From an optimization exercise on the open Yosys and OpenROAD flow, aimed at small area, a short achievable clock period and few clock cycles per item; shortcuts taken in it are not production practice.

run a:
## muldiv_seq
module muldiv_seq
#(
    parameter int unsigned XLEN       = 32,
    parameter int unsigned MUL_STAGES = 2
) (
    input  logic            clk,
    input  logic            rst_n,
    input  logic            req_valid,
    output logic            req_ready,
    input  logic [XLEN-1:0] a,
    input  logic [XLEN-1:0] b,
    input  logic [2:0]      funct3,
    input  logic            flush,
    output logic            resp_valid,
    input  logic            resp_ready,
    output logic [XLEN-1:0] res,
    output logic            busy
);
    logic        busy_q, rv_q;
    logic        p_mul_q, p_m9_q, p_nega_q, p_cmp0_q, p_cmp_q, p_div_q, p_fix_q, p_done_q;
    logic        p_mul_d, p_m9_d, p_nega_d, p_cmp0_d, p_cmp_d, p_div_d, p_fix_d, p_done_d;
    logic        one0_q, two0_q, inv0_q, one1_q, two1_q, inv1_q, xinv_q;
    logic        one0_d, two0_d, inv0_d, one1_d, two1_d, inv1_d, xinv_d;
    logic        xhi_q, xhi4_q, xdiv_q, xlo_q;
    logic        xhi_d, xhi4_d, xdiv_d, xlo_d;
    logic [4:0]  cnt_q, cnt_d;
    logic        selhi_q, selhi_d;    
    logic        isrem_q, isrem_d;    
    logic        negq_q, negq_d;      
    logic        negr_q, negr_d;      
    logic        x9_q, x9_d;          
    logic [32:0] A_q, A_d;            
    logic [32:0] HI_q, HI_d;          
    logic [31:0] LO_q, LO_d;
    assign req_ready  = !busy_q && !flush;
    assign busy       = busy_q;
    assign resp_valid = rv_q;
    assign res        = selhi_q ? HI_q[31:0] : LO_q;
    logic [36:0] X, A37, A37x2, PP0, PP1, PP1s, S, C, Cs, sum;
    logic        sgn;
    logic        s0, s1, s2, s3;
    always_comb begin
        X = ({37{xhi_q}}  & {{4{HI_q[32]}}, HI_q})
          | ({37{xhi4_q}} & {8'd0, HI_q[32:4]})
          | ({37{xdiv_q}} & {{3{HI_q[32]}}, HI_q, LO_q[31]})
          | ({37{xlo_q}}  & {5'd0, LO_q});
        X = X ^ {37{xinv_q}};
        A37   = {{4{A_q[32]}}, A_q};
        A37x2 = {A37[35:0], 1'b0};
        PP0 = (({37{one0_q}} & A37) | ({37{two0_q}} & A37x2)) ^ {37{inv0_q}};
        PP1 = (({37{one1_q}} & A37) | ({37{two1_q}} & A37x2)) ^ {37{inv1_q}};
        s0 = inv0_q;
        s1 = inv1_q;
        s2 = inv1_q | xinv_q;
        s3 = inv1_q;
        PP1s = {PP1[34:0], s1, s0};
        S  = X ^ PP0 ^ PP1s;
        C  = (X & PP0) | (X & PP1s) | (PP0 & PP1s);
        Cs = {C[35:0], s2};
        sum = add_s;
        sgn = sum[36];
  ...
Settings: LEC_CHECK=0, CAP_MARGIN=20, CORE_MARGIN=2, CORE_UTILIZATION=35, CTS_BUF_LIST=sky130_fd_sc_hd__clkbuf_8, SETUP_SLACK_MARGIN=5, SLEW_MARGIN=20; clock period 10.5 ns.
standard.sh (not shown) runs the stock make flow with config.mk's settings and CLKGATE_MAP_FILE= SYNTH_SCRIPT=/design/flow/synth_recipe.tcl, a recipe that flattens the netlist after the stock synthesis.
==> flow/flow/run.sh <==
#!/bin/bash
# The standard ORFS layout (the standard.sh) with two changes in how the
# layout is made: ports are buffered with sky130_fd_sc_hd__buf_1, and timing repair aims
# 5.8 ns below the clock period. The 10.5 ns clock, I/O delays and loads in
# constraint.sdc are unchanged.
set -euo pipefail
sed -e 's/SETUP_SLACK_MARGIN=[0-9.]*/SETUP_SLACK_MARGIN=5.8/' \
    -e 's/"\${@:-finish}"/BUFFER_PORTS_ARGS="-buffer_cell sky130_fd_sc_hd__buf_1" "\${@:-finish}"/' \
    standard.sh > standard_mod.sh
bash standard_mod.sh > flow_make.log 2>&1
Run a: PASS, flow complete, no timing, DRC or antenna violations
diff inputs: run a => run b
==> flow/flow/run.sh <==
#!/bin/bash
# The standard ORFS layout (the standard.sh) with two changes in how the
# layout is made: ports are buffered with sky130_fd_sc_hd__buf_1, and timing repair aims
# 6 ns below the clock period. The 10.5 ns clock, I/O delays and loads in
# constraint.sdc are unchanged.
set -euo pipefail
sed -e 's/SETUP_SLACK_MARGIN=[0-9.]*/SETUP_SLACK_MARGIN=6/' \
    -e 's/"\${@:-finish}"/BUFFER_PORTS_ARGS="-buffer_cell sky130_fd_sc_hd__buf_1" "\${@:-finish}"/' \
    standard.sh > standard_mod.sh
bash standard_mod.sh > flow_make.log 2>&1
==> comparison <==
The higher clock period minus worst slack of run a and run b is in run a. Changes observed in run b relative to run a: share of the synthesized area in compound gates (AO/OA/AOI/OAI) now sits at about the same level, area growth from synthesis to final layout now sits higher.
No run of this note included a check of the RTL's function; only the layout flow was run.

## what the ideal ports hide
In the flow no input, the clock included, has a driving cell. The finished layouts below were timed again as built, in two steps.
Step 1: set_driving_cell puts a clkbuf_16 on clk and a buf_2 on each other input, an assumption about the parent block.
Step 2 also shifts input and output timing later by t, the mid clock arrival at the registers, as if the neighbouring blocks saw the same clock.
Slacks: no drivers / after step 1 / after step 2; pairs: no drivers / after step 1.
| run | t, ns | setup slack, ns | worst hold slack (ns) | worst slew at a driven data input, ns | cell pins on the clock port's net |
|---|---|---|---|---|---|
| run a | 0.510 | 5.938 / 5.938 / 5.938 | 0.512 / 0.512 / 0.512 | 0.04 | 1 |
| run b | 0.508 | 6.018 / 5.986 / 5.986 | 0.513 / 0.513 / 0.513 | 0.04 | 1 |
After both steps setup and hold are still met in every run listed. For run b, which loses most, drivers alone change the setup slack by -0.032 ns; drivers and shift together by -0.032 ns.
